From an optimization exercise on the open Yosys and OpenROAD flow, aimed at small area, a short achievable clock period and few clock cycles per item; shortcuts taken in it are not production practice.
RTL that was checked went through simulation tests only; none was proved equivalent to the original.
Function not checked in runs 1 and 2: the RTL went through the layout flow alone.
No activity file was given, so power comes from the tool's default toggle rates.

`design/flow/design.v`:
```
package dmod_pkg;
  localparam int RAW_W = 16;
  localparam int VAL_W = 14;
  localparam int RC_W  = 3;
  localparam logic [VAL_W-1:0] NOT_READY = 14'd9999;
  localparam logic [RAW_W-1:0] FAULT_ZERO  = 16'd0;
  localparam logic [RAW_W-1:0] FAULT_LOW   = 16'd20;
  localparam logic [RAW_W-1:0] FAULT_HIGH  = 16'd8190;
  localparam logic [RAW_W-1:0] FAULT_RANGE = 16'd9999;
  localparam logic [VAL_W-1:0] ACCEPT_MIN_RST  = 14'd30;
  localparam logic [VAL_W-1:0] ACCEPT_MAX_RST  = 14'd2000;
  localparam logic [VAL_W-1:0] STOP_DIST_RST   = 14'd200;
  localparam logic [RC_W-1:0]  READY_COUNT_RST = 3'd3;
  typedef enum logic [1:0] {
    CFG_ACCEPT_MIN  = 2'd0,
    CFG_ACCEPT_MAX  = 2'd1,
    CFG_STOP_DIST   = 2'd2,
    CFG_READY_COUNT = 2'd3
  } cfg_idx_t;
  typedef struct packed {
    logic [RAW_W-1:0] left_raw;
    logic [RAW_W-1:0] right_raw;
  } dmod_in_t;
  typedef struct packed {
    logic [VAL_W-1:0] left_median;
    logic [VAL_W-1:0] right_median;
    logic             obstacle;
    logic             obstacle_changed;
  } dmod_out_t;
  typedef struct packed {
    logic [VAL_W-1:0] median;
    logic             ready;
  } side_res_t;
endpackage
import dmod_pkg::*;
module dmod_ring #(
  parameter int WINDOW = 7,
  localparam int CNT_W = $clog2(WINDOW + 1)
) (
  input  logic                                   clk,
  input  logic                                   rst_n,
  input  logic                                   load,
  input  logic [dmod_pkg::RAW_W-1:0]             raw,
  input  logic [dmod_pkg::VAL_W-1:0]             accept_min,
  input  logic [dmod_pkg::VAL_W-1:0]             accept_max,
  input  logic                                   apply,
  output logic [WINDOW-1:0][dmod_pkg::VAL_W-1:0] ring,
  output logic [WINDOW-1:0][CNT_W-1:0]           rel,
  output logic [CNT_W-1:0]                       fill
);
  logic [WINDOW-1:0][VAL_W-1:0] val_r;
  logic [WINDOW-1:0][CNT_W-1:0] rel_r, rel_nxt;
  logic [CNT_W-1:0]             fill_r, fill_nxt;
  logic [CNT_W-1:0]             neg_mid;
  logic [1:0]                   below_lo, below_hi;
  logic                         full, mid_up, drop, push;
  logic [VAL_W-1:0]  x_r;
  logic              ok_r;
  logic [WINDOW-2:0] lt_r;         
  logic [WINDOW-2:0] cmp_win, lt_nxt, lt_x;
  logic              cmp_prev, below_min, above_max, ok;
  logic [CNT_W-1:0]  fill_at_apply;
  for (genvar g = 0; g < WINDOW - 1; g++) begin : g_cmp
    dmod_lt u_lt (.a(val_r[g]), .b(raw[VAL_W-1:0]), .lt(cmp_win[g]));
  end
  dmod_lt u_prev  (.a(x_r), .b(raw[VAL_W-1:0]), .lt(cmp_prev));
  dmod_lt u_below (.a(raw[VAL_W-1:0]), .b(accept_min), .lt(below_min));
  dmod_lt u_above (.a(accept_max), .b(raw[VAL_W-1:0]), .lt(above_max));
  assign ok = (raw != FAULT_ZERO) && (raw != FAULT_LOW) &&
              (raw != FAULT_HIGH) && (raw != FAULT_RANGE) &&
              (raw[RAW_W-1:VAL_W] == '0) && !below_min && !above_max;
  assign push = apply && ok_r;
  always_comb begin
    fill_at_apply = fill_r;
    if (push && (fill_r != CNT_W'(WINDOW))) begin
      fill_at_apply = fill_r + 1'b1;
    end
    for (int i = 0; i < WINDOW - 1; i++) begin
      if (push) begin
        lt_nxt[i] = (i == 0) ? cmp_prev : cmp_win[i-1];
      end else begin
        lt_nxt[i] = cmp_win[i];
      end
      lt_nxt[i] = lt_nxt[i] && (CNT_W'(i) < fill_at_apply);
    end
  end
  always_ff @(posedge clk) begin
    if (load) begin
      x_r        <= raw[VAL_W-1:0];
      ok_r       <= ok;
      lt_r       <= lt_nxt;
    end
  end
  always_comb begin
    lt_x     = lt_r;
    full     = (fill_r == CNT_W'(WINDOW));
    fill_nxt = full ? fill_r : fill_r + 1'b1;
    unique case (fill_r)
      3'd0:    begin neg_mid = 3'd0; mid_up = 1'b0; end
      3'd1:    begin neg_mid = 3'd7; mid_up = 1'b1; end
      3'd2:    begin neg_mid = 3'd7; mid_up = 1'b0; end
      3'd3:    begin neg_mid = 3'd6; mid_up = 1'b1; end
      3'd4:    begin neg_mid = 3'd6; mid_up = 1'b0; end
      3'd5:    begin neg_mid = 3'd5; mid_up = 1'b1; end
      default: begin neg_mid = 3'd5; mid_up = 1'b0; end
    endcase
    below_lo = 2'(lt_x[0]) + 2'(lt_x[1]) + 2'(lt_x[2]);
    below_hi = 2'(lt_x[3]) + 2'(lt_x[4]) + 2'(lt_x[5]);
    rel_nxt[0] = CNT_W'(below_lo) + CNT_W'(below_hi) + neg_mid;
    for (int i = 0; i < WINDOW - 1; i++) begin
      drop = full && ($signed(rel_r[WINDOW-1]) < $signed(rel_r[i]));
      rel_nxt[i+1] = rel_r[i] + (CNT_W'(!lt_x[i]) - CNT_W'(drop) - CNT_W'(mid_up));
    end
  end
  always_ff @(posedge clk) begin
    if (!rst_n) begin
      fill_r <= '0;
    end else if (push) begin
      fill_r <= fill_nxt;
    end
  end
  always_ff @(posedge clk) begin
    if (push) begin
      val_r <= {val_r[WINDOW-2:0], x_r};
      rel_r <= rel_nxt;
    end
  end
  assign ring = val_r;
  assign rel  = rel_r;
  assign fill = fill_r;
endmodule
import dmod_pkg::*;
module dmod_select #(
  parameter int WINDOW = 7,
  localparam int CNT_W = $clog2(WINDOW + 1),
  localparam int CMP_W = (CNT_W > dmod_pkg::RC_W) ? CNT_W : dmod_pkg::RC_W
) (
  input  logic [WINDOW-1:0][dmod_pkg::VAL_W-1:0] ring,
  input  logic [WINDOW-1:0][CNT_W-1:0]           rel,
  input  logic [CNT_W-1:0]                       fill,
  input  logic [dmod_pkg::RC_W-1:0]              ready_count,
  output logic [dmod_pkg::VAL_W-1:0]             picked,
  output dmod_pkg::side_res_t                    res
);
  logic ready;
  always_comb begin
    picked = '0;
    for (int i = 0; i < WINDOW; i++) begin
      picked = picked | ({VAL_W{(CNT_W'(i) < fill) && (rel[i] == '0)}} & ring[i]);
    end
    ready = (fill != '0) && (CMP_W'(fill) >= CMP_W'(ready_count));
    res.ready  = ready;
    res.median = ready ? picked : NOT_READY;
  end
endmodule
module dmod_lt #(
  parameter int W = dmod_pkg::VAL_W,
  localparam int LEVELS = $clog2(W),
  localparam int N = 1 << LEVELS
) (
  input  logic [W-1:0] a,
  input  logic [W-1:0] b,
  output logic         lt
);
  logic [LEVELS:0][N-1:0] l, g;
  always_comb begin
    l = '0;
    g = '0;
    for (int i = 0; i < W; i++) begin
      l[0][i] = ~a[i] & b[i];
      g[0][i] = a[i] & ~b[i];
    end
    for (int k = 0; k < LEVELS; k++) begin
      for (int j = 0; j < (N >> (k + 1)); j++) begin
        l[k+1][j] = l[k][2*j+1] | (~g[k][2*j+1] & l[k][2*j]);
        g[k+1][j] = g[k][2*j+1] | (~l[k][2*j+1] & g[k][2*j]);
      end
    end
    lt = l[LEVELS][0];
  end
endmodule
import dmod_pkg::*;
module dual_median_obstacle_detector_unit #(
  parameter int WINDOW = 7
) (
  input  logic                               clk,
  input  logic                               rst_n,
  input  logic                               in_valid,
  output logic                               in_stall,
  input  logic [31:0]                        in_data,
  output logic                               out_valid,
  input  logic                               out_stall,
  output logic [29:0]                        out_data,
  input  logic                               cfg_we,
  input  logic [1:0]                         cfg_index,
  input  logic [dmod_pkg::VAL_W-1:0]         cfg_wdata
);
  dmod_pkg::dmod_in_t in_s;
  assign in_s = in_data;
  localparam int CNT_W = $clog2(WINDOW + 1);
  logic [VAL_W-1:0] accept_min_r, accept_max_r, stop_dist_r;
  logic [RC_W-1:0]  ready_count_r;
  always_ff @(posedge clk) begin
    if (!rst_n) begin
      accept_min_r  <= ACCEPT_MIN_RST;
      accept_max_r  <= ACCEPT_MAX_RST;
      stop_dist_r   <= STOP_DIST_RST;
      ready_count_r <= READY_COUNT_RST;
    end else if (cfg_we) begin
      unique case (cfg_index)
        CFG_ACCEPT_MIN:  accept_min_r  <= cfg_wdata;
        CFG_ACCEPT_MAX:  accept_max_r  <= cfg_wdata;
        CFG_STOP_DIST:   stop_dist_r   <= cfg_wdata;
        CFG_READY_COUNT: ready_count_r <= cfg_wdata[RC_W-1:0];
        default:         accept_min_r  <= accept_min_r;
      endcase
    end
  end
  logic             in_stall_r;
  logic             a_valid_r;
  logic             in_accept;
  logic             pend_r;       
  logic             skid_valid_r;
  logic             out_valid_r;
  logic             obstacle_r;   
  logic             go, apply, capture, head_free;
  logic             a_valid_nxt, pend_nxt, skid_valid_nxt, out_valid_nxt;
  assign in_accept = in_valid && !in_stall_r;
  assign go        = !pend_r || !skid_valid_r;
  assign apply     = a_valid_r && go;
  assign capture   = pend_r && !skid_valid_r;
  assign head_free = !out_valid_r || !out_stall;
  always_comb begin
    a_valid_nxt    = in_accept || (a_valid_r && !go);
    pend_nxt       = apply || (pend_r && skid_valid_r);
    skid_valid_nxt = (skid_valid_r || capture) && !head_free;
    out_valid_nxt  = head_free ? (skid_valid_r || capture) : out_valid_r;
  end
  always_ff @(posedge clk) begin
    if (!rst_n) begin
      in_stall_r   <= 1'b0;
      a_valid_r    <= 1'b0;
      pend_r       <= 1'b0;
      skid_valid_r <= 1'b0;
      out_valid_r  <= 1'b0;
    end else begin
      in_stall_r   <= a_valid_nxt && pend_nxt && skid_valid_nxt;
      a_valid_r    <= a_valid_nxt;
      pend_r       <= pend_nxt;
      skid_valid_r <= skid_valid_nxt;
      out_valid_r  <= out_valid_nxt;
    end
  end
  logic [WINDOW-1:0][VAL_W-1:0] left_ring, right_ring;
  logic [WINDOW-1:0][CNT_W-1:0] left_rel, right_rel;
  logic [CNT_W-1:0]             left_fill, right_fill;
  logic [VAL_W-1:0]             left_picked, right_picked;
  dmod_pkg::side_res_t          left_res, right_res;
  dmod_ring #(.WINDOW(WINDOW)) u_left_ring (
    .clk        (clk),
    .rst_n      (rst_n),
    .load       (!in_stall_r),
    .raw        (in_s.left_raw),
    .accept_min (accept_min_r),
    .accept_max (accept_max_r),
    .apply      (apply),
    .ring       (left_ring),
    .rel        (left_rel),
    .fill       (left_fill)
  );
  dmod_ring #(.WINDOW(WINDOW)) u_right_ring (
    .clk        (clk),
    .rst_n      (rst_n),
    .load       (!in_stall_r),
    .raw        (in_s.right_raw),
    .accept_min (accept_min_r),
    .accept_max (accept_max_r),
    .apply      (apply),
    .ring       (right_ring),
    .rel        (right_rel),
    .fill       (right_fill)
  );
  dmod_select #(.WINDOW(WINDOW)) u_left_sel (
    .ring        (left_ring),
    .rel         (left_rel),
    .fill        (left_fill),
    .ready_count (ready_count_r),
    .picked      (left_picked),
    .res         (left_res)
  );
  dmod_select #(.WINDOW(WINDOW)) u_right_sel (
    .ring        (right_ring),
    .rel         (right_rel),
    .fill        (right_fill),
    .ready_count (ready_count_r),
    .picked      (right_picked),
    .res         (right_res)
  );
  logic                obstacle_nxt;
  logic                left_near, right_near;
  dmod_lt u_left_near  (.a(left_picked),  .b(stop_dist_r), .lt(left_near));
  dmod_lt u_right_near (.a(right_picked), .b(stop_dist_r), .lt(right_near));
  dmod_pkg::dmod_out_t res_nxt, skid_r, out_data_r;
  always_comb begin
    obstacle_nxt = (left_res.ready && left_near) ||
                   (right_res.ready && right_near);
    res_nxt.left_median      = left_res.median;
    res_nxt.right_median     = right_res.median;
    res_nxt.obstacle         = obstacle_nxt;
    res_nxt.obstacle_changed = obstacle_nxt ^ obstacle_r;
  end
  always_ff @(posedge clk) begin
    if (!rst_n) begin
      obstacle_r <= 1'b0;
    end else if (capture) begin
      obstacle_r <= obstacle_nxt;
    end
  end
  always_ff @(posedge clk) begin
    if (!skid_valid_r) begin
      skid_r <= res_nxt;
    end
  end
  always_ff @(posedge clk) begin
    if (head_free) begin
      out_data_r <= skid_valid_r ? skid_r : res_nxt;
    end
  end
  assign in_stall  = in_stall_r;
  assign out_valid = out_valid_r;
  assign out_data  = out_data_r;
endmodule
```
`design/flow/run.sh`:
```
#!/bin/bash
# synth_recipe.tcl (not shown) runs the flow's synth.tcl, then flattens the netlist and writes it again
# the make line also repeats each setting of config.mk as NAME=value (left out here)
make -C /OpenROAD-flow-scripts/flow DESIGN_CONFIG=/design/flow/config.mk WORK_HOME=/design/flow/orfs CLKGATE_MAP_FILE= SYNTH_SCRIPT=/design/flow/synth_recipe.tcl finish
```
`design/flow/config.mk`:
```
export PLATFORM = sky130hd
export DESIGN_NAME = dual_median_obstacle_detector_unit
export DESIGN_NICKNAME = dual_median_obstacle_detector_unit
export VERILOG_FILES = /design/flow/design.v
export SDC_FILE = /design/flow/constraint.sdc
export NUM_CORES = 4
export LEC_CHECK = 0
export CAP_MARGIN = 20
export CORE_MARGIN = 2
export CORE_UTILIZATION = 40
export SETUP_SLACK_MARGIN = 5
export SLEW_MARGIN = 20
export SYNTH_HIERARCHICAL = 1
```
`design/flow/constraint.sdc`:
```
create_clock -name core_clock -period 8.0 [get_ports {clk}]
set_input_delay 1.6000 -clock core_clock [delete_from_list [all_inputs] [get_ports {clk}]]
set_output_delay 1.6000 -clock core_clock [all_outputs]
set_load 0.01 [all_outputs]
```
==> notes.md, run 1 <==
Congestion Overflow GR=0; Slew Viols, Final=0; Clk network pwr share=44.9%; share of cells above drive strength 1=24.7%; Die Ht=244 um; Max FO, Critical Path=8; flop2flop setup slack=4730 ps; number of enable flip-flop cells after synthesis=310; Yosys cell types=69; final total power=4.75 mW; class of the worst hold path=reg -> reg; CTS Buf Count=46; hpwl dp=44300 um; Max-Cap Viols=0; WL/cell=21.8 um; sequential fraction of the synthesis area=48.0%; TritonCTS clock tree=done; H-tree Lvls=2; fin crit period=3270 ps; share of power burned in registers=47.4%; Hold Path Origin=u_right_ring.x_r[9]$_DFFE_PP_; Worst Path Class, Setup=reg -> reg; gpl congestion=0.862; FP Rows=87; Synth Register Bits=397; worst IR drop on VDD=0.150 mV; Post-Syn Nets=2246; Setup crit start kind=flop; die area=0.0595 mm^2; Die X=244 um; Sum Neg Setup Slack=0 ps; Post-Syn Area per Cell=11.0 um^2; Post-DRT Antenna Nets=0; cells on worst reg2reg path=13; Synth-to-Final Area Change=22.7%; endpoints failing setup=0; Port Buf Inserts=84; Synth warnings=10; CP Launch Point=u_right_ring.fill_r[2]$_SDFFE_PN0P_; Worst Hold End=u_right_ring.val_r[9]$_DFFE_PP_; clk_skew=20.2 ps; Post-Route WL=67400 um; # IOs=85; Fin. Hold Viols=0; initial antenna violation count=1; Worst Hold Depth=0; Comb power frac=7.7%; wire length of the first global-routing pass=103000 um; diode count=0; Synth top area share=40.4%; GR Util All Layers=22.3%; Int Power=3.64 mW; most frequent cells in the layout=edfxtp_1, inv_1, nand2_1, nor2b_1, maj3_2; DRT Pass-1 Iters=8; Final nets=2459; hold_ws=451 ps; initial core utilization=40.7%; critical path required time=8320 ps; R2R Path Start=u_right_ring.fill_r[2]$_SDFFE_PN0P_; reg-to-reg critical path endpoint=out_data_r[0]$_DFFE_PP_; clock-pin slew on the worst setup and hold paths=60 ps; CP arrival=3590 ps; fraction of registers with async set/reset=0%; Slew @ Worst Pin=985 ps; most common cell after layout, fill and taps aside=edfxtp_1; largest net degree at the start of global routing=76; Synth Flop Type=edfxtp_1; vias in the first global route=17200; DRT iter0 DRCs=1825; Mapped Area=0.0230 mm^2; P_leak=10.7 nW; RSZ-0062 raised after global routing=yes; Peak Freq=306 MHz; worst skew pair latency=600 ps; Cells after Synth=2085; root buffer cell=clkbuf_16; # hold bufs at CTS=0; via count=17300; Synth area leaders=edfxtp_1, dfxtp_1, inv_1; headroom to the max-slew limit=34.1%; Sink Count=397; CP endpoint kind=flop; cell accounting for the most synthesized area=edfxtp_1; maximum buffer depth of the clock tree=3; Remaining DRCs=0; CORE AREA=0.0566 mm^2; Via-to-Cell Ratio=5.61; fin crit share=40.9%; Sw Share=23.4%; status=complete, no violations; net switching power=1.11 mW; PD cells=168 mW/mm^2
## power by group through the flow
stage / Clock [mW] / Combinational [mW] / Sequential [mW]
2_1_floorplan: 0 / 0.179 / 2.29
3_3_place_gp: 0 / 0.300 / 2.30
3_5_place_dp: 0 / 0.308 / 2.30
4_1_cts: 2.17 / 0.344 / 2.25
5_1_grt: 2.25 / 0.395 / 2.25
6_report: 2.13 / 0.365 / 2.25
## repair_timing
item / CTS / global route
setup buffers: 72 / 13
resized for setup: 306 / 162
endpoints found under the hold margin: 0 / 0
pin swaps: 53 / 105
endpoints found under the setup margin: 278 / 148
cloned: 9 / 5
## flip-flops by register name (all words and copies together) (netlist names), 3 cells and up
name                 cells
u_left_ring.fill_r       3
u_right_ring.val_r      98
u_right_ring.fill_r      3
u_right_ring.x_r        14
accept_min_r            14
out_data_r              30
u_left_ring.x_r         14
stop_dist_r             14
u_left_ring.val_r       98
u_left_ring.rel_r       21
accept_max_r            14
ready_count_r            3
u_right_ring.rel_r      21
u_right_ring.lt_r        6
skid_r                  30
u_left_ring.lt_r         6
## worst max-delay path, cell delays in order, from the launching register on
cell,delay (ps)
dfxtp_4,390
nor2_4,160
a2111oi_4,90
buf_4,170
buf_8,140
a222oi_1,450
nand3_2,220
buf_4,210
o41ai_4,360
a211oi_2,90
o211ai_1,270
a22o_4,220
xnor2_2,130
o21ai_2,70
## worst max path at each step
stage	slack, ps	cells past startpoint	to
after floorplan	4700	8	u_left_ring.ok_r$_DFFE_PP_
after CTS	4800	13	out_data_r[0]$_DFFE_PP_
after detailed placement	3250	8	u_right_ring.lt_r[4]$_DFFE_PP_
final	4730	13	out_data_r[0]$_DFFE_PP_
after global placement	3330	8	u_right_ring.lt_r[4]$_DFFE_PP_
after global routing	4620	13	out_data_r[0]$_DFFE_PP_
## per-stage QoR
step	util, %	instance area, um^2	instances	setup WS, ps
after floorplan	-	23100	2085	4700
after global placement	43.6	24700	2906	3330
after detailed placement	43.7	24700	2907	3250
after CTS	48.5	27400	3074	4800
after global routing	49.9	28300	3092	4620
final	49.9	28300	3092	4730
## area by class of cell
type / instances / area (um^2)
fillers: 5062 / 28300
repair buffers: 200 / 2090
clock inverters: 16 / 174
multi-input cells: 1341 / 11400
clock buffers: 70 / 1330
repair inverters: 3 / 17.5
well taps: 756 / 946
inverters: 309 / 1180
flip-flops and latches: 397 / 11100
## per-module statistics from Yosys, one instance, submodules excluded, a selection
| module | copies in the design | cells | flip-flops and latches | cell area, um^2 |
|---|---|---|---|---|
| dual_median_obstacle_detector_unit | 1 | 317 | 111 | 3770 |
| dmod_lt | 20 | 44 | 0 | 290 |
## synthesized netlist by cell type, types with 16 or more instances
library cell and instances:
edfxtp_1 310, inv_1 309, nand2_1 140, nor2b_1 140, maj3_2 100, ha_1 88, dfxtp_1 87, maj3_1 60
nand2b_1 55, nor2_1 53, a21oi_1 51, a22oi_1 50, a21boi_0 49, nand3_1 49, a211oi_1 42, o21ai_1 40
o41ai_1 40, xnor2_1 33, o21ai_0 32, mux2_2 31, a222oi_1 28, fa_1 20, nor2b_4 20, o211ai_1 20
o221ai_1 20, o22ai_1 20, mux2i_1 16, nand4_1 16
## cell families (layout without fill, tap and decap cells)
logic type,count (synthesis),after routing,synth area share (%)
muxes,51,51,2.46
adders and majority gates,268,268,14.0
buffers and inverters,347,598,6.28
and+or+nand+nor,543,543,13.8
AOI/OAI and AO/OA,434,434,13.7
xor gates and xnor gates,45,45,1.71
DFF,397,397,48.0
## layer usage
layer | up-vias | GRT usage, % | share of wire (%)
met5 | - | 0 | 0
met4 | 0 | 9.00 | 4.0
met3 | 156 | 4.19 | 8.5
met2 | 691 | 33.4 | 43
met1 | 8512 | 31.8 | 44
li1 | 7987 | - | -
==> inputs of run 2 (changes only) <==
--- a/design/flow/design.v
+++ b/design/flow/design.v
@@ -54,5 +54,5 @@
   logic [CNT_W-1:0]             neg_mid;
   logic [1:0]                   below_lo, below_hi;
-  logic                         full, mid_up, drop, push;
+  logic                         full, mid_up, drop, up, down, ua, ub, push;
   logic [VAL_W-1:0]  x_r;
   logic              ok_r;
@@ -109,6 +109,17 @@
     rel_nxt[0] = CNT_W'(below_lo) + CNT_W'(below_hi) + neg_mid;
     for (int i = 0; i < WINDOW - 1; i++) begin
-      drop = full && ($signed(rel_r[WINDOW-1]) < $signed(rel_r[i]));
-      rel_nxt[i+1] = rel_r[i] + (CNT_W'(!lt_x[i]) - CNT_W'(drop) - CNT_W'(mid_up));
+      drop = 1'b0;
+      for (int k = 0; k < CNT_W; k++) begin
+        ua = rel_r[WINDOW-1][k] ^ (k == CNT_W - 1);
+        ub = rel_r[i][k] ^ (k == CNT_W - 1);
+        drop = (~ua & ub) | ((~ua | ub) & drop);
+      end
+      drop = drop && full;
+      up   = !lt_x[i] && !drop && !mid_up;
+      down = lt_x[i] && (drop || mid_up);
+      rel_nxt[i+1][0] = rel_r[i][0] ^ (up || down);
+      rel_nxt[i+1][1] = rel_r[i][1] ^ ((up && rel_r[i][0]) || (down && !rel_r[i][0]));
+      rel_nxt[i+1][2] = rel_r[i][2] ^ ((up && rel_r[i][1] && rel_r[i][0]) ||
+                                       (down && !rel_r[i][1] && !rel_r[i][0]));
     end
   end
@@ -155,7 +166,5 @@
 endmodule
 module dmod_lt #(
-  parameter int W = dmod_pkg::VAL_W,
-  localparam int LEVELS = $clog2(W),
-  localparam int N = 1 << LEVELS
+  parameter int W = dmod_pkg::VAL_W
 ) (
   input  logic [W-1:0] a,
@@ -163,19 +172,9 @@
   output logic         lt
 );
-  logic [LEVELS:0][N-1:0] l, g;
   always_comb begin
-    l = '0;
-    g = '0;
+    lt = 1'b0;
     for (int i = 0; i < W; i++) begin
-      l[0][i] = ~a[i] & b[i];
-      g[0][i] = a[i] & ~b[i];
-    end
-    for (int k = 0; k < LEVELS; k++) begin
-      for (int j = 0; j < (N >> (k + 1)); j++) begin
-        l[k+1][j] = l[k][2*j+1] | (~g[k][2*j+1] & l[k][2*j]);
-        g[k+1][j] = g[k][2*j+1] | (~l[k][2*j+1] & g[k][2*j]);
-      end
+      lt = (~a[i] & b[i]) | ((~a[i] | b[i]) & lt);
     end
-    lt = l[LEVELS][0];
   end
 endmodule
--- a/design/flow/config.mk
+++ b/design/flow/config.mk
@@ -9,4 +9,7 @@
 export CORE_MARGIN = 2
 export CORE_UTILIZATION = 40
+export CTS_BUF_LIST = sky130_fd_sc_hd__clkbuf_8
+export CTS_CLUSTER_DIAMETER = 60
+export CTS_CLUSTER_SIZE = 14
 export SETUP_SLACK_MARGIN = 5
 export SLEW_MARGIN = 20
==> run 2 against run 1 <==
  * Via count is 6.2% lower
  * Design area is 12% lower
  * Largest power group unchanged
  * Die area is 7.1% lower
  * Worst hold slack better by 12 ps
  * Wire length is 9.3% lower
  * Critical endpoint unchanged
  * Clock-buffer cell count is 28 lower
  * Largest cell class is now sequential cells
  * Clock power is about 40% lower
  * Combinational power is 9.0% lower
  * Synthesized area is 7.2% lower
  * Total power is 19% lower
  * Non-clock buffer count is 20 lower
==> notes.md, run 2 <==
status=complete, no violations; endpoints failing setup=0 (unchanged); R2R Path Start=u_right_ring.fill_r[2]$_SDFFE_PN0P_; Final nets=2190 (-11%); reg-to-reg critical path endpoint=out_data_r[0]$_DFFE_PP_; H-tree Lvls=2 (unchanged); initial antenna violation count=3 (+2); hpwl dp=41100 um (-7.3%); Fin. Hold Viols=0 (unchanged); Remaining DRCs=0 (unchanged); Die Ht=235 um (-3.6%); Top Layer Used=met4; Int Power=2.90 mW (-20%); PD cells=154 mW/mm^2 (-8.1%); CP bufs+invs=1 (-2); worst IR drop on VDD=0.0983 mV (-34%); Post-DRT Antenna Nets=0 (unchanged); CP arrival=3600 ps (about the same); net switching power=959 uW (-14%); share of power burned in registers=58.6% (+11 points); share of cells above drive strength 1=22.7% (-1.9 points); Levels on crit path=13 (unchanged); P_leak=9.11 nW (-15%); Slew Viols, Final=0 (unchanged); Port Buf Inserts=84 (unchanged); fin crit period=3250 ps (-20.5 ps); CP endpoint kind=flop; cell accounting for the most synthesized area=edfxtp_1; met3 wire len=4710 um (-18%); Peak Freq=308 MHz (+0.63%); DRT iter0 DRCs=1829 (+0.22%); CP Launch Point=u_right_ring.fill_r[2]$_SDFFE_PN0P_; Synth warnings=10 (unchanged); count leader, synth=edfxtp_1; largest net degree at the start of global routing=75 (-1.3%); initial core utilization=40.6% (-0.10 points); Synth area leaders=edfxtp_1, dfxtp_1, inv_1; # IOs=85 (unchanged); Via-to-Cell Ratio=5.75 (+2.5%); Synth Flop Type=edfxtp_1; CP max stage delay=480 ps (+30 ps); Worst path most repeated cell=a21oi_2; slowest CP cell=a222oi_1; clock-pin slew on the worst setup and hold paths=100 ps (+40 ps); CORE AREA=0.0527 mm^2 (-7.0%); Met2 Wirelength=27700 um (-4.8%); CTS Buf Count=38 (-17%); Synth-to-Final Area Change=17.0%; class of the worst hold path=reg -> reg; via count=16300 (-6.2%); most frequent cells in the layout=edfxtp_1, inv_1, nand2_1, nor2b_1, a21oi_1; FP Rows=84 (-3.4%); Cells after Synth=1931 (-7.4%); worst setup path endpoint=out_data_r[0]$_DFFE_PP_; worst skew pair latency=610 ps (about the same); Post-Syn Area per Cell=11.1 um^2 (+0.18%); Comb power frac=8.6% (+0.9 points); die area=0.0553 mm^2 (-7.1%); Synth Register Bits=397 (unchanged); Post-Route WL=61100 um (-9.3%); Congestion Overflow GR=0 (unchanged); Sw Share=24.8% (+1.4 points); clk_skew=21.6 ps (+1.44 ps); maximum buffer depth of the clock tree=3 (unchanged); sequential fraction of the synthesis area=51.7% (+3.7 points); Setup crit start kind=flop; Met1 Wirelength=27400 um (-8.2%); dpl cells=2688 (-7.5%); Mapped Area=0.0214 mm^2 (-7.2%); root buffer cell=clkbuf_8; Sink Count=397 (unchanged); Clk network pwr share=32.8% (-12 points); Worst Path Class, Setup=reg -> reg; Yosys cell types=65 (-5.8%); most common cell after layout, fill and taps aside=edfxtp_1; TritonCTS clock tree=done; CP top delay family=compound AO/OA/AOI/OAI gates; Largest regs=u_left_ring.val_r (98), u_right_ring.val_r (98); Post-Syn Nets=2008 (-11%); cells on worst reg2reg path=13 (unchanged); critical path cell sequence=or3_4 -> nor4b_4 -> buf_6 -> a222oi_1 -> nand3_2 -> nor2b_4 -> maj3_2 -> a21oi_2 -> o221ai_2 -> a21oi_2 -> a22o_4 -> xnor2_2 -> o21ai_2; Slew @ Worst Pin=1120 ps (+131 ps); number of enable flip-flop cells after synthesis=310 (unchanged); gpl congestion=0.863 (+0.10%); Max-Cap Viols=0 (unchanged); Die X=235 um (-3.6%); wire length of the first global-routing pass=91800 um (-10%); headroom to the max-slew limit=25.6% (-8.5 points); GR Util All Layers=21.2% (-1.1 points); Synth top area share=43.6% (+3.1 points); fin crit share=40.6% (-0.26 points); Sum Neg Setup Slack=0 ps (unchanged); Final Non-Filler Cells=2832 (-8.4%); Synth top cells by count=edfxtp_1, inv_1, nand2_1; fraction of registers with async set/reset=0% (unchanged); RSZ-0062 raised after global routing=yes; # hold bufs at CTS=0 (unchanged); DRT Pass-1 Iters=8 (unchanged); flop2flop setup slack=4750 ps (+20 ps); vias in the first global route=15600 (-9.8%); critical path required time=8350 ps (+30 ps); WL/cell=21.6 um (-0.95%); Max FO, Critical Path=4 (-4)
run 2: cell count changes in the layout (fill, tap and decap cells not counted), sizes merged, moves of 38 or more:
cell / change
o221ai: +44
nand2: +52
a21oi: +62
maj3: -100
o21ai: -42
inv: -69
a211oi: -42
buf: -41
ha: -72
o41ai: -38
run 2: routing by layer:
metal | vias up | GRT usage [%]
met2 | 752 | 32.9
met5 | - | 0
met4 | 0 | 5.77
met3 | 93 | 2.73
met1 | 7994 | 31.2
li1 | 7438 | -
run 2: worst min-delay path by stage:
stage,start,to,slack (ps),depth (start not counted)
2_1_floorplan,u_left_ring.x_r[13]$_DFFE_PP_,u_left_ring.val_r[13]$_DFFE_PP_,430,0
3_3_place_gp,u_right_ring.x_r[2]$_DFFE_PP_,u_right_ring.val_r[2]$_DFFE_PP_,430,0
3_5_place_dp,u_left_ring.x_r[1]$_DFFE_PP_,u_left_ring.val_r[1]$_DFFE_PP_,440,0
4_1_cts,u_left_ring.x_r[1]$_DFFE_PP_,u_left_ring.val_r[1]$_DFFE_PP_,460,0
5_1_grt,u_left_ring.x_r[0]$_DFFE_PP_,u_left_ring.val_r[0]$_DFFE_PP_,470,0
6_report,u_left_ring.x_r[1]$_DFFE_PP_,u_left_ring.val_r[1]$_DFFE_PP_,460,0
run 2: what timing repair did:
action | 4_1_cts | 5_1_grt
endpoints found under the setup margin | 188 | 27
pin swaps | 27 | 31
buffers inserted | 43 | 20
resized for setup | 189 | 48
gates cloned | 6 | 3
run 2: kinds of logic after synthesis:
kind of cell,Yosys count,synth area share (%)
compound gates,450,17.0
flops,397,51.7
buf+inv,283,5.24
fa+ha+maj,84,4.85
mux,71,3.50
simple gates,603,16.0
xor+xnor,43,1.76
run 2: power by group through the flow:
stage | registers (mW) | clock network [mW] | logic (mW)
5_1_grt | 2.26 | 1.37 | 0.358
4_1_cts | 2.26 | 1.30 | 0.319
3_5_place_dp | 2.31 | 0 | 0.301
3_3_place_gp | 2.31 | 0 | 0.293
2_1_floorplan | 2.30 | 0 | 0.176
6_report | 2.26 | 1.27 | 0.332
run 2: final cells by class:
cell class                      count  area [um^2]
Timing Repair Buffer              180         1860
Multi-Input combinational cell   1251         9520
Inverter                          245          932
Clock inverter                     25          156
Clock buffer                       42          578
Antenna cell                        4         10.0
Tap cell                          688          861
Fill cell                        4743        27700
Sequential cell                   397        11100
run 2: per-module statistics from Yosys, one instance, submodules excluded, a selection:
module,copies in the design,cells inside,flip-flops and latches,cell area (um^2)
dmod_lt,20,39,0,253
dual_median_obstacle_detector_unit,1,317,111,3770
run 2: per-stage QoR:
step	power (mW)	cell area, um^2	util [%]	hold WS (ps)	setup WS, ps
2_1_floorplan	2.48	21400	-	426	5030
3_3_place_gp	2.60	23100	43.8	433	3780
3_5_place_dp	2.61	23100	43.8	441	3710
4_1_cts	3.88	24600	46.8	463	4800
5_1_grt	3.99	25000	47.5	474	4680
6_report	3.86	25000	47.5	462	4750
==> inputs of run 3 (changes only) <==
--- a/design/flow/design.v
+++ b/design/flow/design.v
@@ -47,9 +47,9 @@
   output logic [WINDOW-1:0][dmod_pkg::VAL_W-1:0] ring,
   output logic [WINDOW-1:0][CNT_W-1:0]           rel,
-  output logic [CNT_W-1:0]                       fill
+  output logic [WINDOW-1:0]                      occ
 );
   logic [WINDOW-1:0][VAL_W-1:0] val_r;
   logic [WINDOW-1:0][CNT_W-1:0] rel_r, rel_nxt;
-  logic [CNT_W-1:0]             fill_r, fill_nxt;
+  logic [WINDOW-1:0]            occ_r;
   logic [CNT_W-1:0]             neg_mid;
   logic [1:0]                   below_lo, below_hi;
@@ -60,5 +60,5 @@
   logic [WINDOW-2:0] cmp_win, lt_nxt, lt_x;
   logic              cmp_prev, below_min, above_max, ok;
-  logic [CNT_W-1:0]  fill_at_apply;
+  logic [WINDOW-1:0] occ_at_apply;
   for (genvar g = 0; g < WINDOW - 1; g++) begin : g_cmp
     dmod_lt u_lt (.a(val_r[g]), .b(raw[VAL_W-1:0]), .lt(cmp_win[g]));
@@ -72,8 +72,5 @@
   assign push = apply && ok_r;
   always_comb begin
-    fill_at_apply = fill_r;
-    if (push && (fill_r != CNT_W'(WINDOW))) begin
-      fill_at_apply = fill_r + 1'b1;
-    end
+    occ_at_apply = push ? {occ_r[WINDOW-2:0], 1'b1} : occ_r;
     for (int i = 0; i < WINDOW - 1; i++) begin
       if (push) begin
@@ -82,5 +79,5 @@
         lt_nxt[i] = cmp_win[i];
       end
-      lt_nxt[i] = lt_nxt[i] && (CNT_W'(i) < fill_at_apply);
+      lt_nxt[i] = lt_nxt[i] && occ_at_apply[i];
     end
   end
@@ -94,15 +91,11 @@
   always_comb begin
     lt_x     = lt_r;
-    full     = (fill_r == CNT_W'(WINDOW));
-    fill_nxt = full ? fill_r : fill_r + 1'b1;
-    unique case (fill_r)
-      3'd0:    begin neg_mid = 3'd0; mid_up = 1'b0; end
-      3'd1:    begin neg_mid = 3'd7; mid_up = 1'b1; end
-      3'd2:    begin neg_mid = 3'd7; mid_up = 1'b0; end
-      3'd3:    begin neg_mid = 3'd6; mid_up = 1'b1; end
-      3'd4:    begin neg_mid = 3'd6; mid_up = 1'b0; end
-      3'd5:    begin neg_mid = 3'd5; mid_up = 1'b1; end
-      default: begin neg_mid = 3'd5; mid_up = 1'b0; end
-    endcase
+    full = occ_r[WINDOW-1];
+    if (occ_r[4])      neg_mid = 3'd5;
+    else if (occ_r[2]) neg_mid = 3'd6;
+    else if (occ_r[0]) neg_mid = 3'd7;
+    else               neg_mid = 3'd0;
+    mid_up = (occ_r[0] && !occ_r[1]) || (occ_r[2] && !occ_r[3]) ||
+             (occ_r[4] && !occ_r[5]);
     below_lo = 2'(lt_x[0]) + 2'(lt_x[1]) + 2'(lt_x[2]);
     below_hi = 2'(lt_x[3]) + 2'(lt_x[4]) + 2'(lt_x[5]);
@@ -126,7 +119,7 @@
   always_ff @(posedge clk) begin
     if (!rst_n) begin
-      fill_r <= '0;
+      occ_r <= '0;
     end else if (push) begin
-      fill_r <= fill_nxt;
+      occ_r <= {occ_r[WINDOW-2:0], 1'b1};
     end
   end
@@ -139,5 +132,5 @@
   assign ring = val_r;
   assign rel  = rel_r;
-  assign fill = fill_r;
+  assign occ  = occ_r;
 endmodule
 import dmod_pkg::*;
@@ -149,5 +142,5 @@
   input  logic [WINDOW-1:0][dmod_pkg::VAL_W-1:0] ring,
   input  logic [WINDOW-1:0][CNT_W-1:0]           rel,
-  input  logic [CNT_W-1:0]                       fill,
+  input  logic [WINDOW-1:0]                      occ,
   input  logic [dmod_pkg::RC_W-1:0]              ready_count,
   output logic [dmod_pkg::VAL_W-1:0]             picked,
@@ -158,7 +151,12 @@
     picked = '0;
     for (int i = 0; i < WINDOW; i++) begin
-      picked = picked | ({VAL_W{(CNT_W'(i) < fill) && (rel[i] == '0)}} & ring[i]);
+      picked = picked | ({VAL_W{occ[i] && (rel[i] == '0)}} & ring[i]);
+    end
+    ready = occ[0];
+    for (int k = 2; k <= WINDOW; k++) begin
+      if (CMP_W'(ready_count) == CMP_W'(k)) begin
+        ready = occ[k-1];
+      end
     end
-    ready = (fill != '0) && (CMP_W'(fill) >= CMP_W'(ready_count));
     res.ready  = ready;
     res.median = ready ? picked : NOT_READY;
@@ -253,5 +251,5 @@
   logic [WINDOW-1:0][VAL_W-1:0] left_ring, right_ring;
   logic [WINDOW-1:0][CNT_W-1:0] left_rel, right_rel;
-  logic [CNT_W-1:0]             left_fill, right_fill;
+  logic [WINDOW-1:0]            left_occ, right_occ;
   logic [VAL_W-1:0]             left_picked, right_picked;
   dmod_pkg::side_res_t          left_res, right_res;
@@ -266,5 +264,5 @@
     .ring       (left_ring),
     .rel        (left_rel),
-    .fill       (left_fill)
+    .occ        (left_occ)
   );
   dmod_ring #(.WINDOW(WINDOW)) u_right_ring (
@@ -278,10 +276,10 @@
     .ring       (right_ring),
     .rel        (right_rel),
-    .fill       (right_fill)
+    .occ        (right_occ)
   );
   dmod_select #(.WINDOW(WINDOW)) u_left_sel (
     .ring        (left_ring),
     .rel         (left_rel),
-    .fill        (left_fill),
+    .occ         (left_occ),
     .ready_count (ready_count_r),
     .picked      (left_picked),
@@ -291,5 +289,5 @@
     .ring        (right_ring),
     .rel         (right_rel),
-    .fill        (right_fill),
+    .occ         (right_occ),
     .ready_count (ready_count_r),
     .picked      (right_picked),
@@ -307,5 +305,5 @@
     res_nxt.right_median     = right_res.median;
     res_nxt.obstacle         = obstacle_nxt;
-    res_nxt.obstacle_changed = obstacle_nxt ^ obstacle_r;
+    res_nxt.obstacle_changed = obstacle_r;
   end
   always_ff @(posedge clk) begin
@@ -328,4 +326,4 @@
   assign in_stall  = in_stall_r;
   assign out_valid = out_valid_r;
-  assign out_data  = out_data_r;
+  assign out_data  = {out_data_r[29:1], out_data_r.obstacle ^ out_data_r.obstacle_changed};
 endmodule
--- a/design/flow/config.mk
+++ b/design/flow/config.mk
@@ -8,5 +8,5 @@
 export CAP_MARGIN = 20
 export CORE_MARGIN = 2
-export CORE_UTILIZATION = 40
+export CORE_UTILIZATION = 55
 export CTS_BUF_LIST = sky130_fd_sc_hd__clkbuf_8
 export CTS_CLUSTER_DIAMETER = 60
==> run 3 against run 2 <==
  * Still clean on timing, DRC and antenna
  * Clock-buffer cell count grew 1
  * Fmax grew 11%
  * Via count shrank 1.8%
  * Clock power grew 5%
  * Sequential share of layout area grew 1.9 points
  * Critical path depth shrank 5
  * Total power grew 2.6%
  * Synthesized cell count grew 1.9%
  * Design area shrank 2.8%
  * Global-route usage grew 7.3 points
  * Register-to-register slack gained 390 ps
  * Worst hold slack lost 11 ps
  * Largest power group unchanged
==> notes.md, run 3 <==
Congestion Overflow GR=0 (unchanged); Worst path most repeated cell=a21oi_1; Synth-to-Final Area Change=12.5%; Worst Hold Depth=0 (unchanged); largest net degree at the start of global routing=92 (+23%); hold_ws=451 ps (-10.9 ps); Post-Syn Nets=2028 (+1.0%); Post-Route WL=59300 um (-3.0%); number of enable flip-flop cells after synthesis=310 (unchanged); Remaining DRCs=0 (unchanged); Die X=202 um (-14%); status=complete, no violations; Sum Neg Setup Slack=0 ps (unchanged); root buffer cell=clkbuf_8; RSZ-0062 raised after global routing=yes; Slew Viols, Final=0 (unchanged); mux contribution to synthesized area=3.17% (-0.33 points); initial core utilization=55.7% (+15 points); CP arrival=3400 ps (-200 ps); Max FO, Critical Path=22 (+18); Post-Syn Area per Cell=11.0 um^2 (-0.82%); Die Ht=202 um (-14%); wire length of the first global-routing pass=89400 um (-2.6%); clk_skew=25.8 ps (+4.21 ps); clock-pin slew on the worst setup and hold paths=100 ps (about the same); CP bufs+invs=1 (unchanged); simple-gate share of the synthesized area=16.3% (+0.38 points); Max-Cap Viols=0 (unchanged); Via-to-Cell Ratio=6.05 (+5.3%); dpl cells=2515 (-6.4%); Synth area leaders=edfxtp_1, dfxtp_1, nand2_1; met2 usage=41.0% (+8.1 points); Setup crit start kind=primary input; most frequent cells in the layout=edfxtp_1, nand2_1, inv_1, nor2b_1, dfxtp_1; gpl congestion=0.904 (+4.7%); Final nets=2157 (-1.5%); Synth Area in Adders=3.87% (-0.98 points); critical path cell sequence=clkdlybuf4s15_2 -> nor2b_1 -> maj3_2 -> a21oi_1 -> o21ai_1 -> a21oi_1 -> nand2_1 -> o21ai_0; Mapped Area=0.0216 mm^2 (+1.0%); hpwl dp=39800 um (-3.3%); Slew @ Worst Pin=809 ps (-308 ps); WL/cell=22.4 um (+4.0%); Compound-Gate Fraction of Synth Area=16.6% (-0.36 points); sequential fraction of the synthesis area=51.9% (+0.22 points); Levels on crit path=8 (-5); # IOs=85 (unchanged); Largest regs=u_left_ring.val_r (98), u_right_ring.val_r (98); class of the worst hold path=reg -> reg; number of fill cells=3152 (-34%); grt met3 use=5.21% (+2.5 points); fin crit share=36.6% (-4.0 points); worst skew pair latency=630 ps (+20 ps); initial antenna violation count=0 (-3); DRT Pass-1 Iters=7 (-1); GR peak layer=met1; FP Rows=72 (-14%); area of the multi-input gates=0.00915 mm^2 (-3.9%); Peak Freq=341 MHz (+11%); Worst Path Class, Setup=in -> reg; via count=16000 (-1.8%); headroom to the max-slew limit=45.9% (+20 points); # hold bufs at CTS=0 (unchanged); cell accounting for the most synthesized area=edfxtp_1; worst IR drop on VDD=0.129 mV (+31%); Final Non-Filler Cells=2642 (-6.7%); die area=0.0408 mm^2 (-26%); Yosys cell types=58 (-11%); Sink Count=405 (+2.0%); DRT iter0 DRCs=1952 (+6.7%); Fin. Hold Viols=0 (unchanged); share of cells above drive strength 1=20.6% (-2.1 points); H-tree Lvls=2 (unchanged); cells on worst reg2reg path=13 (unchanged); met1 Resource Use GR=44.4% (+13 points); count leader, synth=edfxtp_1; largest family of logic cells by synthesized area=compound AO/OA/AOI/OAI gates; XOR/XNOR share of the synthesized area=1.74% (-0.018 points); CTS Buf Count=39 (+2.6%); critical path required time=8460 ps (+110 ps); fraction of registers with async set/reset=0% (unchanged); CP endpoint kind=flop; Cells after Synth=1967 (+1.9%); Synth Register Bits=405 (+2.0%); TritonCTS clock tree=done; slowest CP cell=clkdlybuf4s15_2; Synth Flop Type=edfxtp_1; fin crit period=2930 ps (-319 ps); diode count=0 (-4); PD cells=163 mW/mm^2 (+5.6%); P_leak=8.83 nW (-3.1%); maximum buffer depth of the clock tree=3 (unchanged); most common cell after layout, fill and taps aside=edfxtp_1; CP max stage delay=500 ps (+20 ps); Post-DRT Antenna Nets=0 (unchanged); vias in the first global route=15100 (-3.1%); Synth warnings=10 (unchanged); endpoints failing setup=0 (unchanged); GR Util All Layers=28.5% (+7.3 points); CORE AREA=0.0387 mm^2 (-26%); final total power=3.96 mW (+2.6%); Synth top area share=43.1% (-0.44 points); Synth top cells by count=edfxtp_1, nand2_1, inv_1; Port Buf Inserts=84 (unchanged); CP top delay family=compound AO/OA/AOI/OAI gates; area occupied by registers=0.0112 mm^2 (+1.4%)
-- run 3: changes by cell type in the layout (fill, tap and decap cells not counted), moves of 8 or more --
cell             delta
o221ai_2           -14
mux2i_1            -12
clkdlybuf4s15_2     -8
a21boi_0           +12
a21oi_1            -11
nand3_2             +8
nand3_1            +14
o211ai_1           +12
nand2_1            +23
or2b_1              +8
o21ai_0             +9
or2_1              -14
ha_1                -8
-- run 3: path summary, 6_finish.rpt --
| kind | slack [ps] | endpoint | from |
|---|---|---|---|
| hold reg to reg | 450 | u_right_ring.val_r[0]$_DFFE_PP_ | u_right_ring.x_r[0]$_DFFE_PP_ |
| hold / removal | 450 | u_right_ring.val_r[0]$_DFFE_PP_ | u_right_ring.x_r[0]$_DFFE_PP_ |
| setup / recovery | 5070 | u_right_ring.lt_r[1]$_DFFE_PP_ | in_data[4] |
| setup reg to reg | 5140 | out_data_r[1]$_DFFE_PP_ | u_right_ring.rel_r[12]$_DFFE_PP_ |
-- run 3: cell families (layout without fill, tap and decap cells) --
kind of cell               after synthesis  count (layout)
muxes                                   62              62
adders and majority gates               68              68
and+or+nand+nor                        620             620
xor gates and xnor gates                43              43
buffers and inverters                  314             471
AOI/OAI and AO/OA                      455             455
DFF                                    405             405
-- run 3: Yosys stat by module, one instance, submodules excluded, a selection --
module,times used,area [um^2],cells inside,flip-flops and latches
dual_median_obstacle_detector_unit,1,3990,345,111
dmod_lt,20,253,39,0
-- run 3: what timing repair did --
action | in CTS | in global routing
setup buffers | 31 | 21
gates resized for setup | 141 | 64
gates cloned | 2 | 3
pin swaps | 2 | 17
endpoints found under the setup margin | 246 | 66
-- run 3: routing by layer --
metal	wire length (um)	share of wire, %
met1	27400	46
met2	25100	42
met3	5670	9.6
met4	1070	1.8
met5	0	0
-- run 3: worst register-to-register path, stage by stage, from the launching register on --
cell and delay, ps:
edfxtp_1 480, nor4b_4 360, buf_12 180, buf_12 130
buf_4 140, a22oi_1 100, nand3_2 150, inv_1 70
a21oi_2 110, o2111ai_1 110, o21ai_1 200, a21oi_2 90
a22o_1 220, mux2_2 280
-- run 3: final cells by class --
| class | count | area share (%) |
|---|---|---|
| Clock inverter | 26 | 0.763 |
| Sequential cell | 405 | 46.2 |
| Timing Repair inverter | 1 | 0.0361 |
| Tap cell | 518 | 2.67 |
| Multi-Input combinational cell | 1248 | 37.7 |
| Clock buffer | 43 | 2.44 |
| Inverter | 237 | 3.82 |
| Timing Repair Buffer | 164 | 6.36 |
-- run 3: where the power goes --
part / total, mW / switching, mW / internal [mW] / leakage [nW]
registers: 2.31 / 0.0329 / 2.28 / 3.69
clock network: 1.33 / 0.754 / 0.573 / 0.452
logic: 0.321 / 0.187 / 0.134 / 4.69
total: 3.96 / 0.974 / 2.99 / 8.83
-- run 3: metrics by stage --
stage	cell area [um^2]	util, %	setup slack (ps)
floorplan	21600	-	5120
global placement	22800	58.8	3700
detailed placement	22800	58.8	3580
CTS	24000	61.9	4900
global route	24300	62.7	4980
finish	24300	62.7	5070
Testbench counts of run 3, summed over its fixed seeds: cycles 16,024, items 16,000.
==> inputs of run 4 (changes only) <==
--- a/design/flow/config.mk
+++ b/design/flow/config.mk
@@ -8,5 +8,5 @@
 export CAP_MARGIN = 20
 export CORE_MARGIN = 2
-export CORE_UTILIZATION = 55
+export CORE_UTILIZATION = 70
 export CTS_BUF_LIST = sky130_fd_sc_hd__clkbuf_8
 export CTS_CLUSTER_DIAMETER = 60
@@ -15,2 +15,3 @@
 export SLEW_MARGIN = 20
 export SYNTH_HIERARCHICAL = 1
+export TNS_END_PERCENT = 50
==> run 4 against run 3 <==
  * Still clean
  * Die area is 21% lower
  * Global-route usage is 6.6 points higher
  * Clock power hardly changed
  * Cell count is 3.7% lower
  * Worst setup slack worse by 95 ps
  * Total power is 0.42% higher
  * Sequential power hardly changed
  * Critical path depth is 7 lower
  * Fmax is 3.1% lower
  * Flip-flop and latch count stayed put
  * Non-clock buffer count is 22 higher
  * Combinational power hardly changed
  * Critical endpoint is now out_data[2]
==> notes.md, run 4 <==
XOR/XNOR share of the synthesized area=1.74% (unchanged); # IOs=85 (unchanged); fraction of registers with async set/reset=0% (unchanged); Synth Flop Type=edfxtp_1; fin crit share=37.8% (+1.2 points); Synth warnings=10 (unchanged); Synth Area in Adders=3.87% (unchanged); clock-pin slew on the worst setup and hold paths=90 ps (about the same); clk_skew=20.9 ps (-4.95 ps); Fin. Hold Viols=0 (unchanged); critical path cell sequence=clkdlybuf4s50_1; mux contribution to synthesized area=3.17% (unchanged); Sw Share=23.9% (-0.67 points); Die Ht=180 um (-11%); hpwl dp=38800 um (-2.3%); Via-to-Cell Ratio=6.62 (+9.5%); initial antenna violation count=1 (+1); CORE AREA=0.0305 mm^2 (-21%); Synth Register Bits=405 (unchanged); sequential fraction of the synthesis area=51.9% (unchanged); share of cells above drive strength 1=21.3% (+0.72 points); CP bufs+invs=1 (unchanged); pre-CTS setup slack=3560 ps (-18.9 ps); Compound-Gate Fraction of Synth Area=16.6% (unchanged); Setup crit start kind=flop; Worst Path Class, Setup=reg -> out; Slew Viols, Final=0 (unchanged); initial core utilization=70.7% (+15 points); Slew @ Worst Pin=1070 ps (+259 ps); Yosys cell types=58 (unchanged); Sum Neg Setup Slack=0 ps (unchanged); Clk network pwr share=33.7% (+0.2 points); Int Power=3.03 mW (+1.3%); status=complete, no violations; Comb power frac=8.1% (about the same); root buffer cell=clkbuf_8; flop2flop setup slack=5040 ps (-100 ps); Synth area leaders=edfxtp_1, dfxtp_1, nand2_1; GR Util All Layers=35.1% (+6.6 points); Largest regs=u_left_ring.val_r (98), u_right_ring.val_r (98); critical path required time=6400 ps (-2060 ps); PD cells=163 mW/mm^2 (-0.18%); DRT iter0 DRCs=2200 (+13%); Sink Count=405 (unchanged); WL/cell=23.7 um (+5.5%); worst IR drop on VDD=0.178 mV (+38%); fin crit period=3030 ps (+95.1 ps); simple-gate share of the synthesized area=16.3% (unchanged); Max FO, Critical Path=1 (-95%); headroom to the max-slew limit=28.7% (-17 points); maximum buffer depth of the clock tree=3 (unchanged); Synth top cells by count=edfxtp_1, nand2_1, inv_1; DRT Pass-1 Iters=6 (-1); slowest CP cell=clkdlybuf4s50_1; CTS Buf Count=38 (-2.6%); TritonCTS clock tree=done; Port Buf Inserts=84 (unchanged); via count=16800 (+5.4%); Cells after Synth=1967 (unchanged); net switching power=952 uW (-2.3%); Final nets=2178 (+0.97%); CP max stage delay=530 ps (+30 ps); FP Rows=64 (-11%); worst skew pair latency=580 ps (-50 ps); Congestion Overflow GR=0 (unchanged); most common cell after layout, fill and taps aside=edfxtp_1; endpoints failing setup=0 (unchanged); Final Cell Area=0.0244 mm^2 (+0.60%); gpl congestion=0.898 (-0.69%); RSZ-0062 raised after global routing=yes; cell accounting for the most synthesized area=edfxtp_1; Synth-to-Final Area Change=13.2%; CP arrival=1430 ps (-1970 ps); die area=0.0323 mm^2 (-21%); Max-Cap Viols=0 (unchanged); vias in the first global route=16000 (+6.0%); Remaining DRCs=0 (unchanged); Post-Syn Area per Cell=11.0 um^2 (unchanged); number of enable flip-flop cells after synthesis=310 (unchanged); fin util=80.1% (+17 points); P_leak=9.13 nW (+3.4%); Die X=180 um (-11%); Post-DRT Antenna Nets=0 (unchanged); Peak Freq=331 MHz (-3.1%); most frequent cells in the layout=edfxtp_1, nand2_1, inv_1, nor2b_1, dfxtp_1; Placement Cell Area=0.0226 mm^2 (-0.93%); share of power burned in registers=58.2% (-0.2 points); wire length of the first global-routing pass=89200 um (-0.25%); largest net degree at the start of global routing=85 (-7.6%); Post-Route WL=60200 um (+1.5%); class of the worst hold path=reg -> reg; hold_ws=451 ps (-0.324 ps); largest family of logic cells by synthesized area=compound AO/OA/AOI/OAI gates; Mapped Area=0.0216 mm^2 (unchanged); CP endpoint kind=output port; final setup margin=4970 ps (-95.1 ps); CP top delay family=buffers and inverters; Post-Syn Nets=2028 (unchanged); Synth top area share=43.1% (unchanged); H-tree Lvls=2 (unchanged); count leader, synth=edfxtp_1
## run 4: cell counts after synthesis
Identical to the previous run, type by type.
## run 4: worst paths after layout
| path | to | cells past startpoint | startpoint |
|---|---|---|---|
| setup / recovery | out_data[2] | 1 | out_data_r[2]$_DFFE_PP_ |
| hold / removal | u_right_ring.val_r[2]$_DFFE_PP_ | 0 | u_right_ring.x_r[2]$_DFFE_PP_ |
| setup reg to reg | out_data_r[1]$_DFFE_PP_ | 12 | u_left_ring.rel_r[7]$_DFFE_PP_ |
| hold reg to reg | u_right_ring.val_r[2]$_DFFE_PP_ | 0 | u_right_ring.x_r[2]$_DFFE_PP_ |
## run 4: area by class of cell
class	count	area, um^2
Clock inverter	25	196
Antenna cell	1	2.50
Timing Repair Buffer	186	1810
Sequential cell	405	11200
Timing Repair inverter	1	8.76
Multi-Input combinational cell	1248	9150
Tap cell	396	495
Fill cell	1867	6080
Inverter	237	928
Clock buffer	44	606
## run 4: kinds of logic (layout without fill, tap and decap cells)
family | Yosys count | count (layout)
xor+xnor | 43 | 43
fa+ha+maj | 68 | 68
compound gates | 455 | 455
other cells | 0 | 1
flops | 405 | 405
simple gates | 620 | 620
mux | 62 | 62
buf+inv | 314 | 493
## run 4: stage by stage
stage,total power [mW],std cells
after CTS,3.97,2488
after global routing,4.09,2542
final,3.98,2543
after global placement,2.65,2383
after detailed placement,2.67,2383
after floorplan,2.53,1967
## run 4: per-layer routing
layer | track usage [%] | vias to the layer above | wire length [um]
li1 | - | 7434 | -
met1 | 51.8 | 8086 | 24200
met2 | 52.5 | 1164 | 26800
met3 | 7.70 | 158 | 7460
met4 | 10.8 | 0 | 1790
met5 | 0 | - | 0
## run 4: power by group through the flow
| stage | registers, mW | logic [mW] | clock network (mW) |
|---|---|---|---|
| final | 2.31 | 0.322 | 1.34 |
| after global placement | 2.36 | 0.293 | 0 |
| after floorplan | 2.35 | 0.187 | 0 |
| after CTS | 2.31 | 0.310 | 1.35 |
| after detailed placement | 2.36 | 0.304 | 0 |
| after global routing | 2.32 | 0.346 | 1.42 |
## run 4: Yosys stat by module (local to each module, per instance), a selection
module / area, um^2 / cells / flip-flops and latches
dmod_lt: 253 / 39 / 0
dual_median_obstacle_detector_unit: 3990 / 345 / 111
## run 4: repair_timing
action	in CTS	in global routing
hold buffers	0	0
endpoints found under the setup margin	300	75
gates cloned	3	3
buffers inserted	33	49
pin swaps	7	13
gates resized for setup	114	89
==> inputs of run 5 (changes only) <==
--- a/design/flow/config.mk
+++ b/design/flow/config.mk
@@ -6,12 +6,11 @@
 export NUM_CORES = 4
 export LEC_CHECK = 0
-export CAP_MARGIN = 20
+export CAP_MARGIN = 10
 export CORE_MARGIN = 2
-export CORE_UTILIZATION = 70
+export CORE_UTILIZATION = 55
 export CTS_BUF_LIST = sky130_fd_sc_hd__clkbuf_8
 export CTS_CLUSTER_DIAMETER = 60
 export CTS_CLUSTER_SIZE = 14
 export SETUP_SLACK_MARGIN = 5
-export SLEW_MARGIN = 20
+export SLEW_MARGIN = 10
 export SYNTH_HIERARCHICAL = 1
-export TNS_END_PERCENT = 50
==> run 5 against run 4 <==
  * Design area is 0.39% higher
  * Sequential share of layout area is 0.17 points lower
  * First-iteration DRC count is 16% lower
  * Register-to-register slack hardly changed
  * Still clean on timing, DRC and antenna
  * Highest routed layer is now met5
  * Non-clock buffer count is 2 higher
  * Die area is 27% higher
  * Total power hardly changed
  * Utilization is 17 points lower
==> notes.md, run 5 <==
status=complete, no violations; WL/cell=22.5 um (-4.8%); worst setup path endpoint=u_right_ring.lt_r[0]$_DFFE_PP_; Slew @ Worst Pin=1220 ps (+152 ps); CP bufs+invs=2 (+1); Slew Viols, Final=0 (unchanged); Congestion Overflow GR=0 (unchanged); vias in the first global route=15100 (-5.7%); H-tree Lvls=2 (unchanged); CP max stage delay=490 ps (-40 ps); DRT Pass-1 Iters=8 (+2); R2R Path Start=u_right_ring.rel_r[1]$_DFFE_PP_; Yosys cell types=58 (unchanged); pre-CTS setup slack=3630 ps (+68.2 ps); slowest CP cell=clkdlybuf4s18_2; initial antenna violation count=0 (-1); class of the worst hold path=reg -> reg; Synth warnings=10 (unchanged); Levels on crit path=8 (+7); Synth top cells by count=edfxtp_1, nand2_1, inv_1; Peak Freq=331 MHz (about the same); CP Launch Point=in_data[5]; critical path required time=8470 ps (+2070 ps); worst skew pair latency=630 ps (+50 ps); Post-Syn Area per Cell=11.0 um^2 (unchanged); Largest regs=u_left_ring.val_r (98), u_right_ring.val_r (98); FP Rows=72 (+13%); gpl congestion=0.904 (+0.69%); clock-pin slew on the worst setup and hold paths=90 ps (about the same); final setup margin=4970 ps (+0.340 ps); most frequent cells in the layout=edfxtp_1, nand2_1, inv_1, nor2b_1, dfxtp_1; fin crit period=3030 ps (-0.340 ps); # IOs=85 (unchanged); Placement Cell Area=0.0228 mm^2 (+0.92%); worst IR drop on VDD=0.140 mV (-21%); Synth Flop Type=edfxtp_1; final total power=3.98 mW (about the same); Post-Route WL=60100 um (-0.13%); number of enable flip-flop cells after synthesis=310 (unchanged); GR Util All Layers=28.6% (-6.6 points); Worst Path Class, Setup=in -> reg; Die X=202 um (+13%); DRT iter0 DRCs=1848 (-16%); cell accounting for the most synthesized area=edfxtp_1; Cells after Synth=1967 (unchanged); Synth-to-Final Area Change=13.6%; Die Ht=202 um (+13%); largest net degree at the start of global routing=92 (+8.2%); RSZ-0062 raised after global routing=yes; count leader, synth=edfxtp_1; flop2flop setup slack=5030 ps (about the same); Fin. Hold Viols=0 (unchanged); Worst Hold Depth=0 (unchanged); share of cells above drive strength 1=21.7% (+0.33 points); Sum Neg Setup Slack=0 ps (unchanged); initial core utilization=55.7% (-15 points); PD cells=162 mW/mm^2 (-0.34%); Via-to-Cell Ratio=6.07 (-8.3%); headroom to the max-slew limit=18.7% (-10 points); number of fill cells=3157 (+69%); hpwl dp=39700 um (+2.3%); die area=0.0408 mm^2 (+27%); CP endpoint kind=flop; CTS Buf Count=40 (+5.3%); TritonCTS clock tree=done; endpoints failing setup=0 (unchanged); Setup crit start kind=primary input; Worst path most repeated cell=a21oi_1; CP arrival=3500 ps (+2070 ps); CORE AREA=0.0387 mm^2 (+27%); Max-Cap Viols=0 (unchanged); most common cell after layout, fill and taps aside=edfxtp_1; Sink Count=405 (unchanged); cells on worst reg2reg path=11 (-1); P_leak=8.97 nW (-1.7%); Remaining DRCs=0 (unchanged); Post-Syn Nets=2028 (unchanged); Max FO, Critical Path=13 (+12); sequential fraction of the synthesis area=51.9% (unchanged); clk_skew=23.0 ps (+2.09 ps); Mapped Area=0.0216 mm^2 (unchanged); maximum buffer depth of the clock tree=3 (unchanged); Final nets=2182 (+0.18%); Port Buf Inserts=84 (unchanged); CP top delay family=compound AO/OA/AOI/OAI gates; Synth Register Bits=405 (unchanged); critical path cell sequence=clkdlybuf4s18_2 -> clkinv_1 -> maj3_2 -> a21oi_1 -> o21ai_1 -> a21oi_1 -> nand2_1 -> o21ai_0; wire length of the first global-routing pass=89400 um (+0.18%); Final Cell Area=0.0245 mm^2 (+0.39%); via count=16200 (-3.8%); Synth top area share=43.1% (unchanged); reg-to-reg critical path endpoint=out_data_r[1]$_DFFE_PP_; fin crit share=37.8% (about the same); Synth area leaders=edfxtp_1, dfxtp_1, nand2_1; root buffer cell=clkbuf_8; Post-DRT Antenna Nets=0 (unchanged); fraction of registers with async set/reset=0% (unchanged)
## run 5: cell count changes in the layout (fill, tap and decap cells not counted), moves of 4 or more
cell            previous run  this run
buf_6                     10        14
clkinv_2                   6         0
a21oi_2                   22        27
dlygate4sd2_1              1        32
a21oi_1                   81        76
dlymetal6s2s_1            28         2
buf_4                     79        75
buf_2                     12         7
clkbuf_2                   5         9
## run 5: kinds of logic (layout without fill, tap and decap cells)
kind of cell	after synthesis	count (layout)	synth area share (%)
other	0	1	0
DFF	405	405	51.9
adders and majority gates	68	68	3.87
AOI/OAI and AO/OA	455	455	16.6
and+or+nand+nor	620	620	16.3
xor gates and xnor gates	43	43	1.74
buffers and inverters	314	497	6.33
muxes	62	62	3.17
## run 5: power by group
part	total, mW	switching [mW]	internal, mW
logic	0.325	0.190	0.135
registers	2.31	0.0333	2.28
clock network	1.34	0.773	0.568
## run 5: cell type report
class | instances | area, um^2 | share of cell area (%)
Sequential cell | 405 | 11200 | 45.8
Multi-Input combinational cell | 1248 | 9150 | 37.3
Timing Repair Buffer | 188 | 1760 | 7.19
Inverter | 237 | 928 | 3.79
Tap cell | 518 | 648 | 2.64
Clock buffer | 45 | 619 | 2.53
Clock inverter | 26 | 173 | 0.704
Timing Repair inverter | 1 | 8.76 | 0.0357
Antenna cell | 1 | 2.50 | 0.0102
## run 5: repair_timing
item	CTS	global route
setup buffers	29	47
gates cloned	2	5
pin swaps	1	16
gates resized for setup	136	77
endpoints found under the setup margin	245	58
hold buffers	0	0
## run 5: stage by stage
| stage | hold slack [ps] | instances | util [%] |
|---|---|---|---|
| global route | 440 | 2668 | 63.3 |
| detailed placement | 439 | 2514 | 58.8 |
| floorplan | 426 | 1967 | - |
| CTS | 434 | 2616 | 61.9 |
| finish | 437 | 2669 | 63.3 |
| global placement | 430 | 2514 | 58.8 |
## run 5: modules after synthesis, one instance, submodules excluded, excerpt
module,flops+latches,area [um^2],times used,cells
dual_median_obstacle_detector_unit,111,3990,1,345
dmod_lt,0,253,20,39
## run 5: worst min path at each step
stage,start,end
6_report,u_right_ring.x_r[13]$_DFFE_PP_,u_right_ring.val_r[13]$_DFFE_PP_
3_3_place_gp,u_left_ring.x_r[7]$_DFFE_PP_,u_left_ring.val_r[7]$_DFFE_PP_
5_1_grt,u_right_ring.x_r[13]$_DFFE_PP_,u_right_ring.val_r[13]$_DFFE_PP_
3_5_place_dp,u_left_ring.x_r[1]$_DFFE_PP_,u_left_ring.val_r[1]$_DFFE_PP_
4_1_cts,u_right_ring.x_r[13]$_DFFE_PP_,u_right_ring.val_r[13]$_DFFE_PP_
2_1_floorplan,u_left_ring.x_r[13]$_DFFE_PP_,u_left_ring.val_r[13]$_DFFE_PP_
## run 5: layer usage
layer  vias to the layer above  GRT usage, %  part of all wire, %
li1                       7448             -                    -
met1                      7877          43.6                   45
met2                       777          40.8                   42
met3                       102          6.69                   10
met4                         2          7.27                  2.2
met5                         -             0                 0.11

-- re-timing with driven ports --
No port has a modelled driver above. Below, the same layouts with a new extraction and two added sets of constraints.
Step 1 (the two cells are an assumption about what drives the block):
set clk [get_ports {clk}]
set_driving_cell -lib_cell sky130_fd_sc_hd__clkbuf_16 $clk
set_driving_cell -lib_cell sky130_fd_sc_hd__buf_2 [delete_from_list [all_inputs] $clk]
Step 2, shift: input delay + t, output delay - t, t = (earliest + latest rising clock arrival at the registers) / 2. This alone moves slack from input paths to output paths.
a / b / c = ideal ports / drivers / drivers and shift; a / b = the first two.
run	t, ns	setup slack, ns	worst register clock-pin slew, ns	pins driven straight from the clock port
run 1	0.640	4.730 / 4.730 / 4.229	0.07 / 0.07	1
run 2	0.658	4.750 / 4.750 / 4.344	0.10 / 0.10	1
run 3	0.669	5.070 / 5.027 / 4.422	0.10 / 0.10	1
run 4	0.617	4.975 / 4.925 / 4.408	0.10 / 0.10	1
run 5	0.676	4.975 / 4.999 / 4.323	0.10 / 0.10	1
After both steps setup and hold are still met in every run listed. The setup slack of run 5, which loses most, moves by +0.024 ns with the drivers and by -0.652 ns with both steps.
